This design comes from an exercise in tuning for small area on the open sky130 flow, not from production work.
Only simulation tests tie the RTL to the original design; equivalence was not proved.
Power and IR drop assume default switching activity.

==> v1 <==
## draw_pixelgen_px
module draw_pixelgen_px #(
  parameter  int unsigned LANES = 2,
  parameter  int unsigned CW    = 8,
  localparam int unsigned PW    = 4 * CW,
  localparam int unsigned DW    = LANES * PW
) (
  input  logic          CLK,
  input  logic          RST_X,
  input  logic          INIT,
  input  logic          START,
  input  logic [15:0]   REG_COUNT,
  input  logic          REG_PATMODE,
  input  logic [PW-1:0] REG_FCOLOR,
  input  logic          REG_ST_ON,
  input  logic [3:0]    REG_SCOLOR_MASK,
  input  logic [PW-1:0] REG_SCOLOR_L,
  input  logic [PW-1:0] REG_SCOLOR_H,
  input  logic          REG_BLEND_ON,
  input  logic [2:0]    REG_SEL_A,
  input  logic [2:0]    REG_SEL_B,
  input  logic [2:0]    REG_SEL_C,
  input  logic [2:0]    REG_SEL_D,
  input  logic [2:0]    REG_SEL_E,
  input  logic [CW-1:0] REG_SRCCA,
  input  logic [PW-1:0] REG_COEF0,
  input  logic [PW-1:0] REG_COEF1,
  input  logic [DW-1:0] SRC_DATA,
  ...
clock: 9.0 ns
lec_check: 0
cap_margin: 20
cell_pad_in_sites_detail_placement: 1
cell_pad_in_sites_global_placement: 2
core_margin: 2
core_utilization: 35
slew_margin: 20
synth_hierarchical: 1
run.sh (not shown) runs the stock make flow with config.mk's settings and CLKGATE_MAP_FILE= SYNTH_SCRIPT=/design/flow/synth_recipe.tcl, a recipe that flattens the netlist after the stock synthesis.
==> v5 (differences from v1) <==
==> flow/flow/run.sh (new file) <==
#!/bin/bash
export BUFFER_PORTS_ARGS="-buffer_cell sky130_fd_sc_hd__buf_1"
bash standard.sh > standard.log 2>&1
==> flow/standard.sh (new file) <==
#!/bin/bash
# synth_recipe.tcl (not shown) runs the flow's synth.tcl, then flattens the netlist and writes it again
# the make line also repeats each setting of config.mk as NAME=value (left out here)
make -C /OpenROAD-flow-scripts/flow DESIGN_CONFIG=/design/flow/config.mk WORK_HOME=/design/flow/orfs CLKGATE_MAP_FILE= SYNTH_SCRIPT=/design/flow/synth_recipe.tcl "${@:-finish}"
--- a/flow/config.mk
+++ b/flow/config.mk
@@ -9,6 +9,6 @@
 export CELL_PAD_IN_SITES_DETAIL_PLACEMENT = 1
 export CELL_PAD_IN_SITES_GLOBAL_PLACEMENT = 2
 export CORE_MARGIN = 2
-export CORE_UTILIZATION = 35
+export CORE_UTILIZATION = 60
 export SLEW_MARGIN = 20
 export SYNTH_HIERARCHICAL = 1
removed: flow/run.sh
==> results.txt <==
|  | v5 | v1 |
|---|---|---|
| Leading cell type by number of instances after synthesis | nor2_1 | nor2_1 |
| Number of standard cells after synthesis | 4639 | 4639 |
| Post-synthesis mux area share | 0.377% | 0.377% |
| Number of register bits inferred by synthesis | 187 | 187 |
| Asr flop ratio synth | 3.74% | 3.74% |
| Placement row count | 96 | 126 |
| Chip height | 267 um | 348 um |
| Area share of the largest cell type after synthesis | 39.7% | 39.7% |
| Netlist area before placement | 41500 sq um | 41500 sq um |
| Adder-cell share of the synthesized area | 49.2% | 49.2% |
| Status | stopped before the end | finished clean |
| Stage where the flow stopped | global placement without I/O (3_1_place_gp_skip_io) | - |
| Synthesized-area fraction occupied by xor and xnor cells | 1.16% | 1.16% |
| Starting density of the core | 60.6% | 35.2% |
| Yosys warns | 7 | 7 |
| Mapped Avg Cell Area | 8.95 sq um | 8.95 sq um |
| Width of the die | 267 um | 348 um |
| Library cell occupying the most area in the post-synthesis netlist | fa_1 | fa_1 |


==> inputs of v32 <==
draw_pixelgen_px, a different RTL version from the one above (not shown whole).
export LEC_CHECK = 0
export CAP_MARGIN = 20
export CELL_PAD_IN_SITES_DETAIL_PLACEMENT = 1
export CELL_PAD_IN_SITES_GLOBAL_PLACEMENT = 2
export CORE_MARGIN = 2
export CORE_UTILIZATION = 30
export GPL_TIMING_DRIVEN = 0
export SETUP_SLACK_MARGIN = 0.3
export SLEW_MARGIN = 20
export SYNTH_HIERARCHICAL = 1
create_clock -name core_clock -period 9.0 [get_ports {CLK}]
standard.sh (not shown) runs the stock make flow with config.mk's settings and CLKGATE_MAP_FILE= SYNTH_SCRIPT=/design/flow/synth_recipe.tcl, a recipe that flattens the netlist after the stock synthesis.
==> flow/flow/run.sh <==
#!/bin/bash
export BUFFER_PORTS_ARGS="-buffer_cell sky130_fd_sc_hd__buf_1"
bash standard.sh > standard.log 2>&1
==> inputs of v11, as changes to v32 <==
- CORE_UTILIZATION: 30 -> 45
- SETUP_SLACK_MARGIN: 0.3 -> default
==> inputs of v30, as changes to v32 <==
--- a/flow/design.v
+++ b/flow/design.v
@@ -84,13 +84,16 @@
       end
     end
   end
   logic [DW-1:0] pix_c;
   logic [DW-1:0] pix_q;
+  logic [7:0]    ovf_c, ovf_q;
   always_ff @(posedge CLK) begin
     pix_q      <= pix_c;
-    PIXEL_DATA <= pix_q;
+    ovf_q      <= ovf_c;
+    for (int k = 0; k < 8; k++)
+      PIXEL_DATA[8*k +: 8] <= pix_q[8*k +: 8] | {8{ovf_q[k]}};
   end
   logic oA_s, oA_d, oA_ca, oA_sa, oA_da, oA_c0, oA_c1;
   logic oB_s, oB_d, oB_ca, oB_sa, oB_da, oB_c0, oB_c1;
   logic oC_s, oC_d, oC_ca, oC_sa, oC_da, oC_c0, oC_c1;
   logic oD_s, oD_d, oD_ca, oD_sa, oD_da, oD_c0, oD_c1;
@@ -536,11 +539,12 @@
   logic [17:0] l0c0r0, l0c0r1, l0c0sum;
   assign l0c0r0 = {1'b0, l0c0_c350, l0c0_c348, l0c0_c346, l0c0_c344, l0c0_c342, l0c0_c340, l0c0_c338, l0c0_c336, l0c0_c334, l0c0_c332, l0c0_c330, l0c0_c328, l0c0_c326, l0c0_c324, l0c0_c322, l0c0_s321, l0c0_p1};
   assign l0c0r1 = {1'b0, 1'b0, l0c0_s349, l0c0_s347, l0c0_s345, l0c0_s343, l0c0_s341, l0c0_s339, l0c0_s337, l0c0_s335, l0c0_s333, l0c0_s331, l0c0_s329, l0c0_s327, l0c0_s325, l0c0_s323, l0c0_p73, l0c0_p65};
   assign l0c0sum = l0c0r0 + l0c0r1;
   assign l0c0h = l0c0sum[17:8];
-  assign pix_c[39:32] = t0 ? d0[7:0] : (l0c0h[7:0] | {8{|l0c0h[9:8]}});
+  assign pix_c[39:32] = t0 ? d0[7:0] : l0c0h[7:0];
+  assign ovf_c[4] = !t0 && (|l0c0h[9:8]);
   logic [7:0] l0c1A;
   assign l0c1A = ({8{oA_s}} & s0[15:8]) | ({8{oA_d}} & d0[15:8]) | ({8{oA_sa}} & s0[31:24]) | ({8{oA_da}} & d0[31:24]) | kA1;
   logic [7:0] l0c1B;
   assign l0c1B = ({8{oB_s}} & s0[15:8]) | ({8{oB_d}} & d0[15:8]) | ({8{oB_sa}} & s0[31:24]) | ({8{oB_da}} & d0[31:24]) | kB1;
   logic [7:0] l0c1C;
@@ -836,11 +840,12 @@
   logic [17:0] l0c1r0, l0c1r1, l0c1sum;
   assign l0c1r0 = {1'b0, l0c1_c350, l0c1_c348, l0c1_c346, l0c1_c344, l0c1_c342, l0c1_c340, l0c1_c338, l0c1_c336, l0c1_c334, l0c1_c332, l0c1_c330, l0c1_c328, l0c1_c326, l0c1_c324, l0c1_c322, l0c1_s321, l0c1_p1};
   assign l0c1r1 = {1'b0, 1'b0, l0c1_s349, l0c1_s347, l0c1_s345, l0c1_s343, l0c1_s341, l0c1_s339, l0c1_s337, l0c1_s335, l0c1_s333, l0c1_s331, l0c1_s329, l0c1_s327, l0c1_s325, l0c1_s323, l0c1_p73, l0c1_p65};
   assign l0c1sum = l0c1r0 + l0c1r1;
   assign l0c1h = l0c1sum[17:8];
-  assign pix_c[47:40] = t0 ? d0[15:8] : (l0c1h[7:0] | {8{|l0c1h[9:8]}});
+  assign pix_c[47:40] = t0 ? d0[15:8] : l0c1h[7:0];
+  assign ovf_c[5] = !t0 && (|l0c1h[9:8]);
   logic [7:0] l0c2A;
   assign l0c2A = ({8{oA_s}} & s0[23:16]) | ({8{oA_d}} & d0[23:16]) | ({8{oA_sa}} & s0[31:24]) | ({8{oA_da}} & d0[31:24]) | kA2;
   logic [7:0] l0c2B;
   assign l0c2B = ({8{oB_s}} & s0[23:16]) | ({8{oB_d}} & d0[23:16]) | ({8{oB_sa}} & s0[31:24]) | ({8{oB_da}} & d0[31:24]) | kB2;
   logic [7:0] l0c2C;
@@ -1136,11 +1141,12 @@
   logic [17:0] l0c2r0, l0c2r1, l0c2sum;
   assign l0c2r0 = {1'b0, l0c2_c350, l0c2_c348, l0c2_c346, l0c2_c344, l0c2_c342, l0c2_c340, l0c2_c338, l0c2_c336, l0c2_c334, l0c2_c332, l0c2_c330, l0c2_c328, l0c2_c326, l0c2_c324, l0c2_c322, l0c2_s321, l0c2_p1};
   assign l0c2r1 = {1'b0, 1'b0, l0c2_s349, l0c2_s347, l0c2_s345, l0c2_s343, l0c2_s341, l0c2_s339, l0c2_s337, l0c2_s335, l0c2_s333, l0c2_s331, l0c2_s329, l0c2_s327, l0c2_s325, l0c2_s323, l0c2_p73, l0c2_p65};
   assign l0c2sum = l0c2r0 + l0c2r1;
   assign l0c2h = l0c2sum[17:8];
-  assign pix_c[55:48] = t0 ? d0[23:16] : (l0c2h[7:0] | {8{|l0c2h[9:8]}});
+  assign pix_c[55:48] = t0 ? d0[23:16] : l0c2h[7:0];
+  assign ovf_c[6] = !t0 && (|l0c2h[9:8]);
   logic [7:0] l0c3A;
   assign l0c3A = ({8{oA_s | oA_sa}} & s0[31:24]) | ({8{oA_d | oA_da}} & d0[31:24]) | kA3;
   logic [7:0] l0c3B;
   assign l0c3B = ({8{oB_s | oB_sa}} & s0[31:24]) | ({8{oB_d | oB_da}} & d0[31:24]) | kB3;
   logic [7:0] l0c3C;
@@ -1436,11 +1442,12 @@
   logic [17:0] l0c3r0, l0c3r1, l0c3sum;
   assign l0c3r0 = {1'b0, l0c3_c350, l0c3_c348, l0c3_c346, l0c3_c344, l0c3_c342, l0c3_c340, l0c3_c338, l0c3_c336, l0c3_c334, l0c3_c332, l0c3_c330, l0c3_c328, l0c3_c326, l0c3_c324, l0c3_c322, l0c3_s321, l0c3_p1};
   assign l0c3r1 = {1'b0, 1'b0, l0c3_s349, l0c3_s347, l0c3_s345, l0c3_s343, l0c3_s341, l0c3_s339, l0c3_s337, l0c3_s335, l0c3_s333, l0c3_s331, l0c3_s329, l0c3_s327, l0c3_s325, l0c3_s323, l0c3_p73, l0c3_p65};
   assign l0c3sum = l0c3r0 + l0c3r1;
   assign l0c3h = l0c3sum[17:8];
-  assign pix_c[63:56] = t0 ? d0[31:24] : (l0c3h[7:0] | {8{|l0c3h[9:8]}});
+  assign pix_c[63:56] = t0 ? d0[31:24] : l0c3h[7:0];
+  assign ovf_c[7] = !t0 && (|l0c3h[9:8]);
   logic [31:0] s1, d1;
   logic t1;
   assign s1 = pm ? REG_FCOLOR : SRC_DATA[31:0];
   assign d1 = DST_DATA[31:0];
   logic [7:0] s1c0, l1c0, h1c0;
@@ -1761,11 +1768,12 @@
   logic [17:0] l1c0r0, l1c0r1, l1c0sum;
   assign l1c0r0 = {1'b0, l1c0_c350, l1c0_c348, l1c0_c346, l1c0_c344, l1c0_c342, l1c0_c340, l1c0_c338, l1c0_c336, l1c0_c334, l1c0_c332, l1c0_c330, l1c0_c328, l1c0_c326, l1c0_c324, l1c0_c322, l1c0_s321, l1c0_p1};
   assign l1c0r1 = {1'b0, 1'b0, l1c0_s349, l1c0_s347, l1c0_s345, l1c0_s343, l1c0_s341, l1c0_s339, l1c0_s337, l1c0_s335, l1c0_s333, l1c0_s331, l1c0_s329, l1c0_s327, l1c0_s325, l1c0_s323, l1c0_p73, l1c0_p65};
   assign l1c0sum = l1c0r0 + l1c0r1;
   assign l1c0h = l1c0sum[17:8];
-  assign pix_c[7:0] = t1 ? d1[7:0] : (l1c0h[7:0] | {8{|l1c0h[9:8]}});
+  assign pix_c[7:0] = t1 ? d1[7:0] : l1c0h[7:0];
+  assign ovf_c[0] = !t1 && (|l1c0h[9:8]);
   logic [7:0] l1c1A;
   assign l1c1A = ({8{oA_s}} & s1[15:8]) | ({8{oA_d}} & d1[15:8]) | ({8{oA_sa}} & s1[31:24]) | ({8{oA_da}} & d1[31:24]) | kA1;
   logic [7:0] l1c1B;
   assign l1c1B = ({8{oB_s}} & s1[15:8]) | ({8{oB_d}} & d1[15:8]) | ({8{oB_sa}} & s1[31:24]) | ({8{oB_da}} & d1[31:24]) | kB1;
   logic [7:0] l1c1C;
@@ -2061,11 +2069,12 @@
   logic [17:0] l1c1r0, l1c1r1, l1c1sum;
   assign l1c1r0 = {1'b0, l1c1_c350, l1c1_c348, l1c1_c346, l1c1_c344, l1c1_c342, l1c1_c340, l1c1_c338, l1c1_c336, l1c1_c334, l1c1_c332, l1c1_c330, l1c1_c328, l1c1_c326, l1c1_c324, l1c1_c322, l1c1_s321, l1c1_p1};
   assign l1c1r1 = {1'b0, 1'b0, l1c1_s349, l1c1_s347, l1c1_s345, l1c1_s343, l1c1_s341, l1c1_s339, l1c1_s337, l1c1_s335, l1c1_s333, l1c1_s331, l1c1_s329, l1c1_s327, l1c1_s325, l1c1_s323, l1c1_p73, l1c1_p65};
   assign l1c1sum = l1c1r0 + l1c1r1;
   assign l1c1h = l1c1sum[17:8];
-  assign pix_c[15:8] = t1 ? d1[15:8] : (l1c1h[7:0] | {8{|l1c1h[9:8]}});
+  assign pix_c[15:8] = t1 ? d1[15:8] : l1c1h[7:0];
+  assign ovf_c[1] = !t1 && (|l1c1h[9:8]);
   logic [7:0] l1c2A;
   assign l1c2A = ({8{oA_s}} & s1[23:16]) | ({8{oA_d}} & d1[23:16]) | ({8{oA_sa}} & s1[31:24]) | ({8{oA_da}} & d1[31:24]) | kA2;
   logic [7:0] l1c2B;
   assign l1c2B = ({8{oB_s}} & s1[23:16]) | ({8{oB_d}} & d1[23:16]) | ({8{oB_sa}} & s1[31:24]) | ({8{oB_da}} & d1[31:24]) | kB2;
   logic [7:0] l1c2C;
@@ -2361,11 +2370,12 @@
   logic [17:0] l1c2r0, l1c2r1, l1c2sum;
   assign l1c2r0 = {1'b0, l1c2_c350, l1c2_c348, l1c2_c346, l1c2_c344, l1c2_c342, l1c2_c340, l1c2_c338, l1c2_c336, l1c2_c334, l1c2_c332, l1c2_c330, l1c2_c328, l1c2_c326, l1c2_c324, l1c2_c322, l1c2_s321, l1c2_p1};
   assign l1c2r1 = {1'b0, 1'b0, l1c2_s349, l1c2_s347, l1c2_s345, l1c2_s343, l1c2_s341, l1c2_s339, l1c2_s337, l1c2_s335, l1c2_s333, l1c2_s331, l1c2_s329, l1c2_s327, l1c2_s325, l1c2_s323, l1c2_p73, l1c2_p65};
   assign l1c2sum = l1c2r0 + l1c2r1;
   assign l1c2h = l1c2sum[17:8];
-  assign pix_c[23:16] = t1 ? d1[23:16] : (l1c2h[7:0] | {8{|l1c2h[9:8]}});
+  assign pix_c[23:16] = t1 ? d1[23:16] : l1c2h[7:0];
+  assign ovf_c[2] = !t1 && (|l1c2h[9:8]);
   logic [7:0] l1c3A;
   assign l1c3A = ({8{oA_s | oA_sa}} & s1[31:24]) | ({8{oA_d | oA_da}} & d1[31:24]) | kA3;
   logic [7:0] l1c3B;
   assign l1c3B = ({8{oB_s | oB_sa}} & s1[31:24]) | ({8{oB_d | oB_da}} & d1[31:24]) | kB3;
   logic [7:0] l1c3C;
@@ -2661,11 +2671,12 @@
   logic [17:0] l1c3r0, l1c3r1, l1c3sum;
   assign l1c3r0 = {1'b0, l1c3_c350, l1c3_c348, l1c3_c346, l1c3_c344, l1c3_c342, l1c3_c340, l1c3_c338, l1c3_c336, l1c3_c334, l1c3_c332, l1c3_c330, l1c3_c328, l1c3_c326, l1c3_c324, l1c3_c322, l1c3_s321, l1c3_p1};
   assign l1c3r1 = {1'b0, 1'b0, l1c3_s349, l1c3_s347, l1c3_s345, l1c3_s343, l1c3_s341, l1c3_s339, l1c3_s337, l1c3_s335, l1c3_s333, l1c3_s331, l1c3_s329, l1c3_s327, l1c3_s325, l1c3_s323, l1c3_p73, l1c3_p65};
   assign l1c3sum = l1c3r0 + l1c3r1;
   assign l1c3h = l1c3sum[17:8];
-  assign pix_c[31:24] = t1 ? d1[31:24] : (l1c3h[7:0] | {8{|l1c3h[9:8]}});
+  assign pix_c[31:24] = t1 ? d1[31:24] : l1c3h[7:0];
+  assign ovf_c[3] = !t1 && (|l1c3h[9:8]);
 endmodule
 module pg_fa (input logic a, b, c, output logic s, co);
   assign s  = a ^ b ^ c;
   assign co = (a & b) | (a & c) | (b & c);
 endmodule
- CORE_UTILIZATION: 30 -> 38
- SETUP_SLACK_MARGIN: 0.3 -> 0.15
==> qor summary <==
Summed area of non-filler cells in the final layout: v32 0.04902 sq mm; v11 0.04714 sq mm; v30 0.04750 sq mm
Total routing usage reported by global routing: v32 34.89%; v11 50.04%; v30 40.27%
Number of cells produced by synthesis: v32 4597; v11 4597; v30 4602
CP Data Arrival Time: v32 9.17 ns; v11 9.49 ns; v30 9.24 ns
Chip Height: v32 374.4 um; v11 306.4 um; v30 334.9 um
Total of flip-flops plus latches after synthesis: v32 187; v11 187; v30 195
Run status: v32 finished clean; v11 finished with violations; v30 finished clean
Layout check failures: v32 -; v11 negative setup slack; v30 -
Register cell area after layout: v32 0.003943 sq mm; v11 0.003940 sq mm; v30 0.004103 sq mm
Number of antenna violations at the first check in global routing: v32 43; v11 28; v30 50
Setup ws final: v32 0.2612 ns; v11 -0.07657 ns; v30 0.1972 ns
Post-route clock period utilization: v32 97.10%; v11 100.9%; v30 97.81%
Clock sink count: v32 187; v11 187; v30 195
Maximum clock skew at final layout: v32 0.04258 ns; v11 0.03418 ns; v30 0.03875 ns
Initial core utilization: v32 30.30%; v11 45.58%; v30 38.28%
Transition time at the pin with the least slew margin: v32 1.427 ns; v11 1.342 ns; v30 1.343 ns
Site row count: v32 135; v11 110; v30 121
Top achievable clock speed: v32 114.4 MHz; v11 110.2 MHz; v30 113.6 MHz
Fraction of synthesis flops using an asynchronous set or reset pin: v32 3.743%; v11 3.743%; v30 3.590%
Placeable Area: v32 0.1358 sq mm; v11 0.09029 sq mm; v30 0.1087 sq mm
Via count of the routed design: v32 42.07k; v11 45.16k; v30 41.79k
Register share of total power: v32 13.7%; v11 13.8%; v30 14.3%
Number of ordinary inverters in the final layout: v32 71; v11 71; v30 68
Required time of the critical path: v32 9.43 ns; v11 9.41 ns; v30 9.44 ns
Share of layout cells above drive strength 1: v32 11.57%; v11 9.419%; v30 11.28%
Met3 wirelength from detailed routing: v32 19.92 mm; v11 29.91 mm; v30 24.69 mm
Unrepaired setup endpoints after global routing: v32 no; v11 yes; v30 yes

==> re-timing with driven ports <==
In the flow no input, the clock included, has a driving cell. The finished layouts below were timed again as built, in two steps. Step 1, drivers: a clkbuf_16 drives CLK and a buf_2 each remaining input, both assumed. Step 2 times the ports against the registers' clock, not the clock port: input delays grow and output delays shrink by t, the midpoint of the rising clock arrivals with the driver on. Slacks: ideal ports / drivers / drivers and shift; pairs: ideal ports / drivers.
run | t (ns) | setup WS [ns] | hold slack, ns | worst data-port slew with drivers (ns) | cell pins on the clock port's net
v1 | 0.643 | 0.356 / 0.403 / -0.240 | 0.329 / 0.329 / 0.329 | 0.20 | 1
v32 | 0.653 | 0.261 / 0.231 / -0.422 | 0.313 / 0.313 / 0.313 | 0.23 | 1
v11 | 0.617 | -0.077 / -0.079 / -0.695 | 0.309 / 0.309 / 0.309 | 0.20 | 1
v30 | 0.627 | 0.197 / 0.190 / -0.437 | 0.402 / 0.402 / 0.402 | 0.24 | 1
Met with ideal ports but missed after step 2: setup timing in v1, v32 and v30. The setup slack of v32, which loses most, moves by -0.030 ns with the drivers and by -0.683 ns with both steps.
